From an optimization exercise on the open Yosys and OpenROAD flow, aimed at small area, a short achievable clock period and few clock cycles per item; shortcuts taken in it are not production practice. Only simulation tests tie the RTL to the original design; equivalence was not proved.

$ cat spwm_cos_rom.hex
8000
8000
8000
8000
7fff
7fff
7fff
7ffe
7ffe
7ffd
7ffc
7ffb
7ffa
7ff9
7ff8
7ff7
7ff6
7ff5
7ff4
7ff2
7ff1
7fef
7fed
7fec
7fea
7fe8
7fe6
7fe4
7fe2
7fe0
7fdd
7fdb
7fd9
7fd6
7fd3
7fd1
7fce
7fcb
7fc8
7fc5
7fc2
7fbf
7fbc
7fb9
7fb5
7fb2
7fae
7fab
7fa7
7fa3
7fa0
7f9c
7f98
7f94
7f90
7f8b
7f87
7f83
7f7e
7f7a
7f75
7f71
7f6c
7f67
7f62
7f5d
7f58
7f53
7f4e
7f49
7f43
7f3e
7f38
7f33
7f2d
7f27
7f22
7f1c
7f16
7f10
7f0a
7f03
7efd
7ef7
7ef0
7eea
7ee3
7edd
7ed6
7ecf
7ec8
7ec1
7eba
7eb3
7eac
7ea5
7e9d
7e96
7e8e
7e87
7e7f
7e78
7e70
7e68
7e60
7e58
7e50
7e48
7e3f
7e37
7e2f
7e26
7e1e
7e15
7e0c
7e03
7dfb
7df2
7de9
7de0
7dd6
7dcd
7dc4
7dba
7db1
7da7
7d9e
7d94
7d8a
7d81
7d77
7d6d
7d63
7d58
7d4e
7d44
7d3a
7d2f
7d25
7d1a
7d0f
7d05
7cfa
7cef
7ce4
7cd9
7cce
7cc2
7cb7
7cac
7ca0
7c95
7c89
7c7e
7c72
7c66
7c5a
7c4e
7c42
7c36
7c2a
7c1e
7c11
7c05
7bf9
7bec
7bdf
7bd3
7bc6
7bb9
7bac
7b9f
7b92
7b85
7b78
7b6a
7b5d
7b50
7b42
7b34
7b27
7b19
7b0b
7afd
7aef
7ae1
7ad3
7ac5
7ab7
7aa8
7a9a
7a8c
7a7d
7a6e
7a60
7a51
7a42
7a33
7a24
7a15
7a06
79f7
79e7
79d8
79c9
79b9
79aa
799a
798a
797a
796a
795b
794a
793a
792a
791a
790a
78f9
78e9
78d8
78c8
78b7
78a6
7895
7885
7874
7863
7851
7840
782f
781e
780c
77fb
77e9
77d8
77c6
77b4
77a2
7790
777e
776c
775a
7748
7736
7723
7711
76fe
76ec
76d9
76c7
76b4
76a1
768e
767b
7668
7655
7642
762e
761b
7608
75f4
75e1
75cd
75b9
75a6
7592
757e
756a
7556
7542
752d
7519
7505
74f0
74dc
74c7
74b3
749e
7489
7475
7460
744b
7436
7421
740b
73f6
73e1
73cb
73b6
73a0
738b
7375
735f
734a
7334
731e
7308
72f2
72dc
72c5
72af
7299
7282
726c
7255
723f
7228
7211
71fa
71e3
71cc
71b5
719e
7187
7170
7158
7141
712a
7112
70fa
70e3
70cb
70b3
709b
7083
706b
7053
703b
7023
700b
6ff2
6fda
6fc2
6fa9
6f90
6f78
6f5f
6f46
6f2d
6f14
6efb
6ee2
6ec9
6eb0
6e97
6e7d
6e64
6e4a
6e31
6e17
6dfe
6de4
6dca
6db0
6d96
6d7c
6d62
6d48
6d2e
6d14
6cf9
6cdf
6cc4
6caa
6c8f
6c75
6c5a
6c3f
6c24
6c09
6bee
6bd3
6bb8
6b9d
6b82
6b66
6b4b
6b30
6b14
6af8
6add
6ac1
6aa5
6a89
6a6e
6a52
6a36
6a1a
69fd
69e1
69c5
69a9
698c
6970
6953
6937
691a
68fd
68e0
68c4
68a7
688a
686d
6850
6832
6815
67f8
67da
67bd
67a0
6782
6764
6747
6729
670b
66ed
66d0
66b2
6693
6675
6657
6639
661b
65fc
65de
65c0
65a1
6582
6564
6545
6526
6507
64e9
64ca
64ab
648b
646c
644d
642e
640f
63ef
63d0
63b0
6391
6371
6351
6332
6312
62f2
62d2
62b2
6292
6272
6252
6232
6211
61f1
61d1
61b0
6190
616f
614e
612e
610d
60ec
60cb
60aa
6089
6068
6047
6026
6005
5fe4
5fc2
5fa1
5f80
5f5e
5f3c
5f1b
5ef9
5ed7
5eb6
5e94
5e72
5e50
5e2e
5e0c
5dea
5dc8
5da5
5d83
5d61
5d3e
5d1c
5cf9
5cd7
5cb4
5c91
5c6f
5c4c
5c29
5c06
5be3
5bc0
5b9d
5b7a
5b57
5b34
5b10
5aed
5ac9
5aa6
5a82
5a5f
5a3b
5a18
59f4
59d0
59ac
5988
5964
5940
591c
58f8
58d4
58b0
588c
5867
5843
581e
57fa
57d5
57b1
578c
5767
5743
571e
56f9
56d4
56af
568a
5665
5640
561b
55f6
55d0
55ab
5586
5560
553b
5515
54f0
54ca
54a4
547f
5459
5433
540d
53e7
53c1
539b
5375
534f
5329
5303
52dc
52b6
5290
5269
5243
521c
51f5
51cf
51a8
5181
515b
5134
510d
50e6
50bf
5098
5071
504a
5023
4ffb
4fd4
4fad
4f85
4f5e
4f37
4f0f
4ee8
4ec0
4e98
4e71
4e49
4e21
4df9
4dd1
4da9
4d81
4d59
4d31
4d09
4ce1
4cb9
4c91
4c68
4c40
4c17
4bef
4bc7
4b9e
4b75
4b4d
4b24
4afb
4ad3
4aaa
4a81
4a58
4a2f
4a06
49dd
49b4
498b
4962
4939
490f
48e6
48bd
4893
486a
4840
4817
47ed
47c4
479a
4770
4747
471d
46f3
46c9
469f
4675
464b
4621
45f7
45cd
45a3
4579
454f
4524
44fa
44d0
44a5
447b
4450
4426
43fb
43d1
43a6
437b
4351
4326
42fb
42d0
42a5
427a
424f
4224
41f9
41ce
41a3
4178
414d
4121
40f6
40cb
409f
4074
4048
401d
3ff1
3fc6
3f9a
3f6f
3f43
3f17
3eec
3ec0
3e94
3e68
3e3c
3e10
3de4
3db8
3d8c
3d60
3d34
3d08
3cdc
3caf
3c83
3c57
3c2a
3bfe
3bd2
3ba5
3b79
3b4c
3b20
3af3
3ac6
3a9a
3a6d
3a40
3a13
39e7
39ba
398d
3960
3933
3906
38d9
38ac
387f
3852
3825
37f7
37ca
379d
3770
3742
3715
36e8
36ba
368d
365f
3632
3604
35d7
35a9
357b
354e
3520
34f2
34c4
3497
3469
343b
340d
33df
33b1
3383
3355
3327
32f9
32cb
329d
326e
3240
3212
31e4
31b5
3187
3159
312a
30fc
30cd
309f
3070
3042
3013
2fe5
2fb6
2f87
2f59
2f2a
2efb
2ecc
2e9e
2e6f
2e40
2e11
2de2
2db3
2d84
2d55
2d26
2cf7
2cc8
2c99
2c6a
2c3b
2c0c
2bdc
2bad
2b7e
2b4f
2b1f
2af0
2ac1
2a91
2a62
2a32
2a03
29d3
29a4
2974
2945
2915
28e5
28b6
2886
2856
2827
27f7
27c7
2797
2768
2738
2708
26d8
26a8
2678
2648
2618
25e8
25b8
2588
2558
2528
24f8
24c8
2498
2467
2437
2407
23d7
23a7
2376
2346
2316
22e5
22b5
2284
2254
2224
21f3
21c3
2192
2162
2131
2101
20d0
209f
206f
203e
200e
1fdd
1fac
1f7b
1f4b
1f1a
1ee9
1eb8
1e88
1e57
1e26
1df5
1dc4
1d93
1d62
1d31
1d01
1cd0
1c9f
1c6e
1c3d
1c0c
1bda
1ba9
1b78
1b47
1b16
1ae5
1ab4
1a83
1a51
1a20
19ef
19be
198d
195b
192a
18f9
18c7
1896
1865
1833
1802
17d1
179f
176e
173c
170b
16da
16a8
1677
1645
1614
15e2
15b1
157f
154d
151c
14ea
14b9
1487
1455
1424
13f2
13c1
138f
135d
132b
12fa
12c8
1296
1265
1233
1201
11cf
119e
116c
113a
1108
10d6
10a4
1073
1041
100f
0fdd
0fab
0f79
0f47
0f15
0ee4
0eb2
0e80
0e4e
0e1c
0dea
0db8
0d86
0d54
0d22
0cf0
0cbe
0c8c
0c5a
0c28
0bf6
0bc4
0b92
0b60
0b2d
0afb
0ac9
0a97
0a65
0a33
0a01
09cf
099d
096b
0938
0906
08d4
08a2
0870
083e
080c
07d9
07a7
0775
0743
0711
06de
06ac
067a
0648
0616
05e3
05b1
057f
054d
051b
04e8
04b6
0484
0452
041f
03ed
03bb
0389
0356
0324
02f2
02c0
028d
025b
0229
01f7
01c4
0192
0160
012e
00fb
00c9
0097
0065
0032
0000
$ cat run.sh
#!/bin/bash
# synth_recipe.tcl (not shown) runs the flow's synth.tcl, then flattens the netlist and writes it again
# the make line also repeats each setting of config.mk as NAME=value (left out here)
make -C /OpenROAD-flow-scripts/flow DESIGN_CONFIG=/design/flow/config.mk WORK_HOME=/design/flow/orfs CLKGATE_MAP_FILE= SYNTH_SCRIPT=/design/flow/synth_recipe.tcl finish
$ cat config.mk
export PLATFORM = sky130hd
export DESIGN_NAME = three_phase_sine_pwm_compare
export DESIGN_NICKNAME = three_phase_sine_pwm_compare
export VERILOG_FILES = /design/flow/design.v
export SDC_FILE = /design/flow/constraint.sdc
export NUM_CORES = 4
export LEC_CHECK = 0
export CAP_MARGIN = 20
export CORE_MARGIN = 2
export CORE_UTILIZATION = 35
export SLEW_MARGIN = 20
export SYNTH_MEMORY_MAX_BITS = 65536
$ cat constraint.sdc
create_clock -name core_clock -period 9.0 [get_ports {clk}]
set_input_delay 1.8000 -clock core_clock [delete_from_list [all_inputs] [get_ports {clk}]]
set_output_delay 1.8000 -clock core_clock [all_outputs]
set_load 0.01 [all_outputs]
$ cat design.v
package spwm_pkg;
  localparam int ANGLE_W    = 16;
  localparam int MOD_W      = 16;
  localparam int CMP_W      = 16;
  localparam int PERIOD_W   = 16;
  localparam int DUTY_W     = 17;
  localparam int DUTY_S_W   = 19;
  localparam int CFG_DATA_W = 17;
  localparam int CFG_IDX_W  = 2;
  localparam int COS_TABLE_BITS_DEF = 10;
  localparam int COS_FRAC_BITS_DEF  = 15;
  localparam logic [CFG_IDX_W-1:0] CFG_TIMER_PERIOD = 2'd0;
  localparam logic [CFG_IDX_W-1:0] CFG_DUTY_FLOOR   = 2'd1;
  localparam logic [CFG_IDX_W-1:0] CFG_DUTY_CEILING = 2'd2;
  localparam logic [PERIOD_W-1:0] PERIOD_RESET  = 16'd1000;
  localparam logic [DUTY_W-1:0]   FLOOR_RESET   = 17'd0;
  localparam logic [DUTY_W-1:0]   CEILING_RESET = 17'd65536;
  localparam logic [ANGLE_W-1:0]          PHASE_120 = 16'd21845;
  localparam logic signed [DUTY_S_W-1:0] DUTY_HALF = 19'sd32768;
  typedef struct packed {
    logic [PERIOD_W-1:0] timer_period;
    logic [DUTY_W-1:0]   duty_floor;
    logic [DUTY_W-1:0]   duty_ceiling;
  } spwm_cfg_t;
endpackage
import spwm_pkg::*;
module spwm_phase #(
  parameter int COS_TABLE_BITS = spwm_pkg::COS_TABLE_BITS_DEF,
  parameter int COS_FRAC_BITS  = spwm_pkg::COS_FRAC_BITS_DEF
) (
  input  logic                            clk,
  input  logic                            adv,
  input  logic [spwm_pkg::ANGLE_W-1:0]    angle,
  input  logic [spwm_pkg::MOD_W-1:0]      mod_index,
  input  spwm_pkg::spwm_cfg_t             cfg,
  output logic [spwm_pkg::CMP_W-1:0]      compare
);
  localparam int ROM_LEN = (1 << COS_TABLE_BITS) + 1;
  localparam int ROM_W   = COS_FRAC_BITS + 1;
  localparam int AW      = COS_TABLE_BITS + 1;
  localparam int PW      = MOD_W + ROM_W;
  localparam int CPW     = DUTY_W + PERIOD_W;
  localparam logic [AW-1:0] LAST = AW'(ROM_LEN - 1);
  logic [ROM_W-1:0] COS_ROM [0:ROM_LEN-1];
  initial begin
    $readmemh("spwm_cos_rom.hex", COS_ROM);
  end
  logic [COS_TABLE_BITS-1:0] idx;
  logic [AW-1:0]             addr;
  logic                      neg_in;
  logic [ROM_W-1:0] cos_mag;
  logic             neg1;
  logic [MOD_W-1:0] mod1;
  logic [PW-1:0]    prod;
  logic             neg2;
  logic [DUTY_W-1:0] duty;
  logic [CPW-1:0]   cmp_prod;
  logic signed [PW:0]          prod_s;
  logic signed [PW:0]          prod_sh;
  logic signed [DUTY_S_W-1:0]  duty_raw;
  logic signed [DUTY_S_W-1:0]  floor_s;
  logic signed [DUTY_S_W-1:0]  ceil_s;
  logic [DUTY_W-1:0]           duty_next;
  assign idx    = angle[ANGLE_W-3 -: COS_TABLE_BITS];
  assign addr   = angle[ANGLE_W-2] ? (LAST - {1'b0, idx}) : {1'b0, idx};
  assign neg_in = angle[ANGLE_W-1] ^ angle[ANGLE_W-2];
  always_comb begin
    prod_s   = neg2 ? -$signed({1'b0, prod}) : $signed({1'b0, prod});
    prod_sh  = prod_s >>> COS_FRAC_BITS;
    duty_raw = DUTY_S_W'(prod_sh) + DUTY_HALF;
    floor_s  = $signed({2'b00, cfg.duty_floor});
    ceil_s   = $signed({2'b00, cfg.duty_ceiling});
    if (duty_raw < floor_s) begin
      duty_next = cfg.duty_floor;
    end else if (duty_raw > ceil_s) begin
      duty_next = cfg.duty_ceiling;
    end else begin
      duty_next = duty_raw[DUTY_W-1:0];
    end
  end
  always_ff @(posedge clk) begin
    if (adv) begin
      cos_mag  <= COS_ROM[addr];
      neg1     <= neg_in;
      mod1     <= mod_index;
      prod     <= PW'(mod1 * cos_mag);
      neg2     <= neg1;
      duty     <= duty_next;
      cmp_prod <= CPW'(duty * cfg.timer_period);
      compare  <= cmp_prod[CPW-1] ? {CMP_W{1'b1}} : cmp_prod[CPW-2 -: CMP_W];
    end
  end
endmodule
import spwm_pkg::*;
module three_phase_sine_pwm_compare (
  input  logic                            clk,
  input  logic                            rst,
  input  logic                            angle_valid,
  output logic                            angle_ready,
  input  logic [spwm_pkg::ANGLE_W-1:0]    elec_angle,
  input  logic [spwm_pkg::MOD_W-1:0]      mod_index,
  output logic                            cmp_valid,
  input  logic                            cmp_ready,
  output logic [spwm_pkg::CMP_W-1:0]      compare_u,
  output logic [spwm_pkg::CMP_W-1:0]      compare_v,
  output logic [spwm_pkg::CMP_W-1:0]      compare_w,
  input  logic                            cfg_we,
  input  logic [spwm_pkg::CFG_IDX_W-1:0]  cfg_index,
  input  logic [spwm_pkg::CFG_DATA_W-1:0] cfg_wdata
);
  localparam int COS_TABLE_BITS = spwm_pkg::COS_TABLE_BITS_DEF;
  localparam int COS_FRAC_BITS  = spwm_pkg::COS_FRAC_BITS_DEF;
  localparam int NUM_STAGES = 5;
  spwm_pkg::spwm_cfg_t     cfg;
  logic [NUM_STAGES-1:0]   vld;
  logic                    adv;
  logic [ANGLE_W-1:0]      angle_v;
  logic [ANGLE_W-1:0]      angle_w;
  assign adv         = !vld[NUM_STAGES-1] || cmp_ready;
  assign angle_ready = adv;
  assign cmp_valid   = vld[NUM_STAGES-1];
  assign angle_v     = elec_angle - PHASE_120;
  assign angle_w     = elec_angle + PHASE_120;
  always_ff @(posedge clk) begin
    if (rst) begin
      cfg.timer_period <= PERIOD_RESET;
      cfg.duty_floor   <= FLOOR_RESET;
      cfg.duty_ceiling <= CEILING_RESET;
    end else if (cfg_we) begin
      case (cfg_index)
        CFG_TIMER_PERIOD: cfg.timer_period <= cfg_wdata[PERIOD_W-1:0];
        CFG_DUTY_FLOOR:   cfg.duty_floor   <= cfg_wdata[DUTY_W-1:0];
        CFG_DUTY_CEILING: cfg.duty_ceiling <= cfg_wdata[DUTY_W-1:0];
        default: ;
      endcase
    end
  end
  always_ff @(posedge clk) begin
    if (rst) begin
      vld <= '0;
    end else if (adv) begin
      vld <= {vld[NUM_STAGES-2:0], angle_valid};
    end
  end
  spwm_phase #(
    .COS_TABLE_BITS(COS_TABLE_BITS),
    .COS_FRAC_BITS (COS_FRAC_BITS)
  ) u_phase_u (
    .clk      (clk),
    .adv      (adv),
    .angle    (elec_angle),
    .mod_index(mod_index),
    .cfg      (cfg),
    .compare  (compare_u)
  );
  spwm_phase #(
    .COS_TABLE_BITS(COS_TABLE_BITS),
    .COS_FRAC_BITS (COS_FRAC_BITS)
  ) u_phase_v (
    .clk      (clk),
    .adv      (adv),
    .angle    (angle_v),
    .mod_index(mod_index),
    .cfg      (cfg),
    .compare  (compare_v)
  );
  spwm_phase #(
    .COS_TABLE_BITS(COS_TABLE_BITS),
    .COS_FRAC_BITS (COS_FRAC_BITS)
  ) u_phase_w (
    .clk      (clk),
    .adv      (adv),
    .angle    (angle_w),
    .mod_index(mod_index),
    .cfg      (cfg),
    .compare  (compare_w)
  );
endmodule
==> qor.csv <==
metric,value,unit
CP Capture Type,flip-flop,
Avg WL per Cell,30.0,µm
Gate Count Post-Synth,12600,
Final Hold Vio Count,0,
maxcap violations,0,
# fillers,29500,
Post-CTS Setup Bufs,0,
chip height,536,µm
initial detailed-routing violation count,15700,
Vias/cell,6.35,
crit path max-delay cell type,a311oi_1,
Final period util,88.6,%
Synth top cells by count,"nand2_1 (1,595), inv_1 (1,435), fa_1 (1,203)",
number of flops mapped to enable cells by yosys,316,
top post-synthesis cells by area,"fa_1 (24%), ha_1 (10%), edfxtp_1 (9.6%)",
Synth async-reset ratio,0,%
clock skew,54.6,ps
Hold Crit Class,reg2reg,
"Max FO, Critical Path",38,
Die X,536,µm
clock sinks,371,
Synth area leader,fa_1,
vias after detailed routing,102000,
Slew headroom,14.9,%
grt total ovfl,0,
Tightest Pin Transition,1270,ps
Core Area,282000,µm²
clk latency of the worst-skew pair,720,ps
Final Critical Period,7970,ps
Finished Layout Cells,16100,
post-synthesis cell type count,107,
root buf cell,clkbuf_16,
# setup viols final,0,
Final Max Tran Viols,0,
CTS tree,done,
Rows,195,
Total GRT Usage,32.8,%
clock transition at the registers of the reported paths,70,ps
largest net degree at the start of global routing,159,
synthesis-stage register bit count,371,
met3 WL,55.5,mm
first-pass GRT wire length,703,mm
Register Area,10600,µm²
multi-input logic area,79400,µm²
WP data required,9530,ps
CP arrival,8500,ps
# resized after CTS,0,
max frequency,125,MHz
Post-synth top flop,edfxtp_1,
cell breakdown of the critical path,clkdlybuf4s50_1 -> o211ai_1 -> a21oi_1 -> or2_2 -> ha_1 -> and4_1 -> a31oi_1 -> and3_1 -> xnor2_4 -> inv_4 -> buf_4 -> nand2_1 -> buf_12 -> o31ai_1 -> nor4_1 -> a311oi_1 -> buf_4 -> nor3_1 -> nor4_1,
# port buffers,105,
"Avg Cell Area, Syn",7.85,µm²
number of global-route vias before repair,100000,
startpoint types,input pin,
status,timing/DRC/antenna clean,
initial antenna violation count,26,
Final Net Count,14400,
RSZ-0062 raised after global routing,no,
IO Pins,106,
"CP delay by family, top",compound AO/OA/AOI/OAI gates,
Num CTS Buffers,50,
DRT Pass-1 Iters,8,
"Design Area, Final",108000,µm²
starting density of the core,35.1,%
register area share after synthesis,10.7,%
final setup TNS,0,ps
die area,287000,µm²
ratio of cells with drive above 1 in the final layout,7.66,%
Post-route DRC,0,
Buf/Inv on CP,5,
Ys Warns,2,
met2 WL post-DR,203,mm
post-DP HPWL,353,mm
GP Congestion,1.06,
H-tree depth,2,
Layout area overhead,9.00,%
Syn Std Cell Area,99000,µm²
routed wire length,483,mm
Yosys top cell area share,24.3,%
placed inst area,106000,µm²
Clock Tree Buf Depth,3,
most frequent cell after synthesis,nand2_1,
DR top layer,met5,
Final ANT Viol Nets,0,
dpl cells,16000,
post-layout util,38.3,%
CP Class,in2reg,
CP max stage delay,780,ps
DRT met1 WL,187,mm
Post-Syn Nets,14700,
hold buffers post-CTS,0,
==> tightest hold or removal path, stage by stage (launching register included) <==
cell and delay [ps]:
dfxtp_1 310, nand2_1 50, a21oi_1 50
==> state kept, by name, summed over array words and instances (netlist names), 17 cells and up <==
register,cells
u_phase_u.cmp_prod,17
u_phase_v.cmp_prod,17
u_phase_v.duty,17
u_phase_w.prod,32
cfg,50
u_phase_u.prod,32
u_phase_w.duty,17
u_phase_v.prod,32
u_phase_u.duty,17
u_phase_w.cmp_prod,17
==> logic make-up after synthesis <==
kind of cell    after synthesis  share of synthesized area, %
compound gates             3281                          21.9
xor+xnor                    222                          1.98
fa+ha+maj                  2003                          34.4
mux                         148                          1.80
simple gates               4089                          19.5
flops                       371                          10.7
buf+inv                    2491                          9.67
==> layout by cell type (no fill, tap or decap), drive strengths merged, types with 102 or more instances in the layout <==
cell type,Yosys,final
xnor2,166,166
o211ai,199,199
inv,1436,1445
nor3,244,244
fa,1203,1203
a31oi,160,160
edfxtp,316,316
nand3,277,277
clkdlybuf4s50,0,103
and2,809,809
nand2,1595,1595
buf,255,605
nor2,713,713
o22ai,102,102
mux2i,117,117
a21oi,807,807
ha,799,799
o21ai,742,742
a211oi,179,179
==> routing by layer <==
layer,global-route usage [%],vias up
li1,-,42900
met3,8.51,2009
met5,0,-
met2,48.8,7087
met1,42.4,50300
met4,19.8,20
==> cell type report <==
cell class / instances / share of cell area, %
sequential: 371 / 9.84
inverter: 1444 / 5.05
multi-input combinational: 9743 / 73.6
clock buffer: 60 / 1.27
timing repair buffer: 709 / 5.55
antenna: 18 / 0.0418
tap: 3743 / 4.34
clock inverter: 33 / 0.295
==> worst paths after layout <==
kind	from	to	slack [ps]	depth (start not counted)
worst max-delay path	elec_angle[1]	u_phase_v.cos_mag[2]	1030	19
worst min-delay path	vld[0]	vld[0]	450	2
worst max register to register	cfg[35]	u_phase_w.cmp_prod[31]	1100	22
worst min register to register	vld[0]	vld[0]	450	2
==> per-stage QoR <==
stage	hold slack (ps)	setup WS (ps)
2_1_floorplan	400	1410
3_3_place_gp	442	705
3_5_place_dp	446	871
4_1_cts	455	1090
5_1_grt	475	647
6_report	454	1030
Testbench counts, summed over its fixed seeds: cycles 7,230, items 7,200.

-- afterwards: timing with drivers on the ports --
The flow's constraints put no driver on any port. The routed layout listed below was extracted and timed again, unchanged, in two steps.
Step 1 (the two cells are an assumption about what drives the block):
set clk [get_ports {clk}]
set_driving_cell -lib_cell sky130_fd_sc_hd__clkbuf_16 $clk
set_driving_cell -lib_cell sky130_fd_sc_hd__buf_2 [delete_from_list [all_inputs] $clk]
Step 2 adds t to the input delays and takes it off the output delays; t is the mean of the earliest and latest rising clock arrival at the registers after step 1. Input paths then give back, and output paths get back, about the clock's delay inside the block.
Three values: no drivers, after step 1, after step 2; two values: the first two.
shift t [ns]: 0.778
slack for setup (ns): 1.027 / 1.087 / 0.309
worst setup path after step 2: input to register
worst slew at a driven data input, ns: 0.31
cell pins on the clock port's net: 1
After both steps this run still meets setup and hold. The setup slack of this run moves by +0.060 ns with the drivers and by -0.718 ns with both steps.
